This is an optimization exercise on Yosys and OpenROAD, whose aim is small area, a short achievable clock period and few clock cycles per item, not a production implementation.
Only simulation tests tie the RTL to the original design; equivalence was not proved.

===== flow/config.mk =====
export PLATFORM = sky130hd
export DESIGN_NAME = binary_op_pipe
export DESIGN_NICKNAME = binary_op_pipe
export VERILOG_FILES = /design/flow/design.v
export SDC_FILE = /design/flow/constraint.sdc
export NUM_CORES = 4
export LEC_CHECK = 0
export CAP_MARGIN = 20
export CORE_MARGIN = 2
export CORE_UTILIZATION = 40
export SLEW_MARGIN = 20

===== flow/run.sh =====
#!/bin/bash
# synth_recipe.tcl (not shown) runs the flow's synth.tcl, then flattens the netlist and writes it again
# the make line also repeats each setting of config.mk as NAME=value (left out here)
make -C /OpenROAD-flow-scripts/flow DESIGN_CONFIG=/design/flow/config.mk WORK_HOME=/design/flow/orfs CLKGATE_MAP_FILE= SYNTH_SCRIPT=/design/flow/synth_recipe.tcl finish

===== flow/design.v =====
package hdbe_op_pkg;
  typedef enum logic [3:0] {
    ADD  = 4'd0,
    SUB  = 4'd1,
    MUL  = 4'd2,
    SHL  = 4'd3,
    LSHR = 4'd4,
    ASHR = 4'd5,
    AND  = 4'd6,
    OR   = 4'd7,
    XOR  = 4'd8
  } op_e;
  localparam logic [3:0] OpLastLegal = 4'd8;
  typedef struct packed {
    logic ovf;
    logic zero;
    logic illegal;
  } op_flags_t;
  function automatic logic op_is_legal(input logic [3:0] op);
    op_is_legal = (op <= OpLastLegal);
  endfunction
endpackage
module binary_op_alu
#(
  parameter int ParamBitWidth = 32
) (
  input  logic [3:0]               op,
  input  logic [ParamBitWidth-1:0] lhs,
  input  logic [ParamBitWidth-1:0] rhs,
  output logic [ParamBitWidth-1:0] result,
  output hdbe_op_pkg::op_flags_t    flags
);
  localparam int W = ParamBitWidth;
  localparam int AmtW = (W > 32) ? W : 32;
  logic [W-1:0]        sum_s;
  logic [W-1:0]        diff_s;
  logic [2*W-1:0]      prod_s;
  logic [W-1:0]        shl_s;
  logic [W-1:0]        lshr_s;
  logic [W-1:0]        ashr_s;
  logic [AmtW-1:0]     amt_s;
  logic                amt_big_s;
  logic                sign_s;
  assign sum_s  = lhs + rhs;
  assign diff_s = lhs - rhs;
  assign prod_s = $signed({{W{lhs[W-1]}}, lhs}) * $signed({{W{rhs[W-1]}}, rhs});
  assign amt_s     = AmtW'(rhs);
  assign amt_big_s = (amt_s >= AmtW'(W));
  assign sign_s    = lhs[W-1];
  assign shl_s     = lhs << rhs;
  assign lshr_s    = lhs >> rhs;
  assign ashr_s    = $signed(lhs) >>> rhs;
  always_comb begin
    result        = '0;
    flags         = '0;
    case (op)
      hdbe_op_pkg::ADD: begin
        result    = sum_s;
        flags.ovf = (lhs[W-1] == rhs[W-1]) && (sum_s[W-1] != lhs[W-1]);
      end
      hdbe_op_pkg::SUB: begin
        result    = diff_s;
        flags.ovf = (lhs[W-1] != rhs[W-1]) && (diff_s[W-1] != lhs[W-1]);
      end
      hdbe_op_pkg::MUL: begin
        result    = prod_s[W-1:0];
        flags.ovf = (prod_s[2*W-1:W] != {W{prod_s[W-1]}});
      end
      hdbe_op_pkg::SHL:  result = amt_big_s ? '0 : shl_s;
      hdbe_op_pkg::LSHR: result = amt_big_s ? '0 : lshr_s;
      hdbe_op_pkg::ASHR: result = amt_big_s ? {W{sign_s}} : ashr_s;
      hdbe_op_pkg::AND:  result = lhs & rhs;
      hdbe_op_pkg::OR:   result = lhs | rhs;
      hdbe_op_pkg::XOR:  result = lhs ^ rhs;
      default: begin
        result    = '0;
        flags.ovf = 1'b0;
      end
    endcase
    flags.illegal = !hdbe_op_pkg::op_is_legal(op);
    flags.zero    = (result == '0);
  end
endmodule
module binary_op_pipe
#(
  parameter int ParamBitWidth = 32,
  parameter int ParamLatency  = 2,
  parameter int ParamTagWidth = 8
) (
  input  logic                     clk,
  input  logic                     reset,
  input  logic                     in_valid,
  output logic                     in_ready,
  input  logic [3:0]               in_op,
  input  logic [ParamBitWidth-1:0] in_lhs,
  input  logic [ParamBitWidth-1:0] in_rhs,
  input  logic [ParamTagWidth-1:0] in_tag,
  output logic                     out_valid,
  input  logic                     out_ready,
  output logic [ParamBitWidth-1:0] out_result,
  output logic [ParamTagWidth-1:0] out_tag,
  output logic                     out_ovf,
  output logic                     out_zero,
  output logic                     out_illegal
);
  localparam int W = ParamBitWidth;
  localparam int T = ParamTagWidth;
  logic [W-1:0] alu_result_s;
  hdbe_op_pkg::op_flags_t    alu_flags_s;
  logic [W-1:0] load_result_s;
  logic [T-1:0] load_tag_s;
  hdbe_op_pkg::op_flags_t    load_flags_s;
  binary_op_alu #(
    .ParamBitWidth(W)
  ) u_alu (
    .op     (in_op),
    .lhs    (in_lhs),
    .rhs    (in_rhs),
    .result (alu_result_s),
    .flags  (alu_flags_s)
  );
  always_comb begin
    if (in_valid) begin
      load_result_s = alu_result_s;
      load_tag_s    = in_tag;
      load_flags_s  = alu_flags_s;
    end else begin
      load_result_s = '0;
      load_tag_s    = '0;
      load_flags_s  = '0;
    end
  end
  generate
    if (ParamLatency == 0) begin : g_comb
      always_comb begin
        if (reset) begin
          out_valid   = 1'b0;
          out_result  = '0;
          out_tag     = '0;
          out_ovf     = 1'b0;
          out_zero    = 1'b0;
          out_illegal = 1'b0;
          in_ready    = 1'b1;
        end else begin
          out_valid   = in_valid;
          out_result  = load_result_s;
          out_tag     = load_tag_s;
          out_ovf     = load_flags_s.ovf;
          out_zero    = load_flags_s.zero;
          out_illegal = load_flags_s.illegal;
          in_ready    = out_ready;
        end
      end
    end else begin : g_pipe
      localparam int Depth = ParamLatency;
      logic [Depth-1:0] valid_r;
      logic [Depth*W-1:0] result_r;
      logic [Depth*T-1:0] tag_r;
      logic [Depth*3-1:0] flags_r;
      logic             advance_s;
      assign advance_s = !valid_r[Depth-1] || out_ready;
      assign in_ready  = advance_s;
      always_ff @(posedge clk or posedge reset) begin
        if (reset) begin
          valid_r <= '0;
          result_r <= '0;
          tag_r    <= '0;
          flags_r  <= '0;
        end else if (advance_s) begin
          valid_r[0]  <= in_valid;
          result_r[0 +: W] <= load_result_s;
          tag_r[0 +: T]    <= load_tag_s;
          flags_r[0 +: 3]  <= load_flags_s;
          for (int i = 1; i < Depth; i++) begin
            valid_r[i]  <= valid_r[i-1];
            result_r[i*W +: W] <= result_r[(i-1)*W +: W];
            tag_r[i*T +: T]    <= tag_r[(i-1)*T +: T];
            flags_r[i*3 +: 3]  <= flags_r[(i-1)*3 +: 3];
          end
        end
      end
      assign out_valid   = valid_r[Depth-1];
      assign out_result  = result_r[(Depth-1)*W +: W];
      assign out_tag     = tag_r[(Depth-1)*T +: T];
      hdbe_op_pkg::op_flags_t        flags_last_s;
      assign flags_last_s = flags_r[(Depth-1)*3 +: 3];
      assign out_ovf     = flags_last_s.ovf;
      assign out_zero    = flags_last_s.zero;
      assign out_illegal = flags_last_s.illegal;
    end
  endgenerate
endmodule

===== flow/constraint.sdc =====
create_clock -name core_clock -period 12.0 [get_ports {clk}]
set_input_delay 2.4000 -clock core_clock [delete_from_list [all_inputs] [get_ports {clk}]]
set_output_delay 2.4000 -clock core_clock [all_outputs]
set_load 0.01 [all_outputs]

==> out/qor.txt <==
Status = finished clean
Hold_buf cts = 0
Startpoint Class = input port
Synth-to-Final Area Change = 9.02%
Total core area = 0.122 mm2
Cell area after synthesis = 0.0492 mm2
Initial antenna violation count = 10
Non-Filler Instances = 7270
GRT overflow = 0
FMAX = 86.8 MHz
Relative slew slack = 0.184
GRT Util Overall = 0.336
Initial core utilization = 0.404
Die Ht = 355 um
Vias = 43765
Hold Crit Class = reg -> reg
Min Hold Slack = 0.466 ns
First DRT Iteration DRCs = 5356
Max-slew violation count = 0
Longest Clk Path Bufs = 2
Net count, final = 7083
Post-place setup slack = 0.125 ns
Setup TNS = 0 ns
Arrival @ worst endpoint = 11.78 ns
Placement row count = 128
Setup violators final = 0
Worst-path maximum fanout = 11
GP Congestion = 1.04
Prevailing post-synth register cell = dfrtp_1
IO Pins = 125
DR pass1 iterations = 8
First-pass GRT wire length = 310000 um
Ys async rst share = 1.00
Most frequent cells in the layout = fa_1 (1084), nand2_1 (899), inv_1 (787)
Critical Path RT = 12.25 ns
Commonest non-fill, non-tap cell in the layout = fa_1
Clock Latency Late Sink = 0.40 ns
Sink Count = 88
CTS tree = yes
DP Cell Count = 7253
RSZ-0062 raised after global routing = false
Max H-tree Level = 3
Wirelength per Cell = 28.8 um
Register area share after synthesis = 0.0447
Final Skew = 0.0354 ns
Final hold vios = 0
Post-DP HPWL = 172000 um
CTS buffer count = 9
Crit path capture type = flip-flop
Synthesized Nets = 7049
Final ANT Viol Nets = 0
Final worst setup slack = 0.473 ns
CTS root buffer = clkbuf_16
Post-Route WL = 210000 um
Critical setup path kind = in -> reg
Clk slew on worst S/H paths = 0.11 ns
IO buf count = 124
Mean post-synth cell area = 8.79 um2
Die Span X = 355 um
#FFs+latches synth = 88
Fin crit share = 0.961
Routed vias/inst = 6.02
EDFF count, synth = 0
Layout cells sized above 1 = 0.0905
Post-synthesis cell type count = 99
Die area = 0.126 mm2
Max_cap viols = 0
Residual DRC count = 0
Worst slew pin tran = 1.21 ns
Vias in the first global route = 45199
Post-Synthesis Cells = 5605
Largest net degree at the start of global routing = 89
Tmin final = 11.53 ns
Yosys warns = 2
-- Yosys cell counts, types with 28 or more instances --
master | instances | share of area
a221oi_1 | 38 | 0.0068
ha_1 | 280 | 0.071
nand4_1 | 46 | 0.0058
a21oi_1 | 175 | 0.018
o21a_1 | 35 | 0.0053
buf_4 | 46 | 0.0070
nand2b_1 | 28 | 0.0036
o211ai_1 | 37 | 0.0056
nor2_1 | 594 | 0.045
o21ai_0 | 149 | 0.015
a21o_1 | 42 | 0.0064
nand3_1 | 42 | 0.0043
a211oi_1 | 39 | 0.0059
clkbuf_1 | 273 | 0.021
mux2i_1 | 82 | 0.017
a31oi_1 | 33 | 0.0042
nor4_1 | 28 | 0.0036
xnor2_1 | 44 | 0.0078
fa_1 | 1084 | 0.44
dfrtp_1 | 88 | 0.045
buf_1 | 67 | 0.0051
nand2_1 | 901 | 0.069
inv_1 | 788 | 0.060
buf_2 | 36 | 0.0037
mux4_2 | 83 | 0.038
nor3_1 | 62 | 0.0063
-- sequential cells by signal, summed over array words and instances (netlist names) --
name             flops
g_pipe.tag_r        16
g_pipe.valid_r       2
g_pipe.result_r     64
g_pipe.flags_r       6
-- worst paths after layout --
check | startpoint | end | slack, ns | cells past startpoint
hold / removal | g_pipe.tag_r[1] | g_pipe.tag_r[1] | 0.47 | 2
setup reg to reg | g_pipe.valid_r[1] | g_pipe.flags_r[1] | 8.97 | 11
max in group asynchronous | reset | g_pipe.flags_r[4] | 8.42 | 3
setup / recovery | in_rhs[5] | g_pipe.flags_r[2] | 0.47 | 28
min in group asynchronous | reset | g_pipe.result_r[32] | 2.33 | 2
hold reg to reg | g_pipe.tag_r[1] | g_pipe.tag_r[1] | 0.47 | 2
-- per-stage QoR --
step           instance area [um2]  utilization
2_1_floorplan                49200            -
3_3_place_gp                 53400        0.437
3_5_place_dp                 53400        0.437
4_1_cts                      53700        0.440
5_1_grt                      53700        0.440
6_report                     53700        0.440
-- per-layer routing --
metal | up-vias | GRT usage | wire (um)
met1 | 22587 | 0.465 | 83000
met5 | - | 0 | 50
li1 | 18040 | - | -
met3 | 507 | 0.0675 | 21500
met4 | 8 | 0.180 | 13800
met2 | 2623 | 0.499 | 91200
-- cell type report --
cell class,count,area [um2]
Antenna cell,1,2.50
Clock buffer,9,225
Clock inverter,7,70.1
Fill cell,12057,68400
Inverter,816,3070
Multi-Input combinational cell,4273,42200
Sequential cell,88,2200
Tap cell,1625,2030
Timing Repair Buffer,451,3910
-- cells by family after synthesis --
| kind of cell | synth area share |
|---|---|
| flip-flops | 0.0447 |
| AND/OR/NAND/NOR | 0.159 |
| multiplexers | 0.0576 |
| XOR/XNOR | 0.0124 |
| buffers and inverters | 0.100 |
| adder cells (fa/ha/maj) | 0.512 |
| AO/OA/AOI/OAI | 0.115 |
-- worst max-delay path, cell delays in order --
cell	delay, ns
clkdlybuf4s50_1	0.72
clkinvlp_4	0.36
buf_4	0.27
nor2_1	0.16
fa_1	0.41
inv_1	0.09
fa_1	0.46
fa_1	0.54
fa_1	0.45
fa_1	0.52
fa_1	0.57
fa_1	0.43
fa_1	0.56
inv_1	0.06
ha_1	0.43
nand4_1	0.22
nor3_1	0.38
nand3_1	0.12
a211oi_1	0.65
buf_4	0.25
o21a_1	0.22
buf_4	0.14
xnor2_1	0.13
nand4_1	0.13
or4_1	0.55
o21a_1	0.15
nor4_1	0.26
a31oi_1	0.12
-- what timing repair did --
action	in CTS	in global routing
resized for setup	0	2
buffers inserted	0	0
setup endpoints to repair	0	1
Testbench counts, summed over its fixed seeds: cycles 16,016, items 16,000.

static timing again, ports no longer ideal:
No port has a modelled driver above. Below, the same layout with a new extraction and two added sets of constraints.
Step 1 sets driving cells, clkbuf_16 on the clock port and buf_2 on the other inputs (assumed; they add their load-dependent delay and slew).
Step 2 also shifts input and output timing later by t, the mid clock arrival at the registers, as if the neighbouring blocks saw the same clock.
Three values: ideal, step 1, step 2; two values: the first two.
t (ns): 0.445
setup slack, ns: 0.473 / 0.508 / 0.063
slew at the worst register clock pin (ns): 0.11 / 0.11
pins driven straight from the clock port: 1
After both steps setup and hold are still met in this run. The setup slack of this run moves by +0.035 ns with the drivers and by -0.410 ns with both steps.
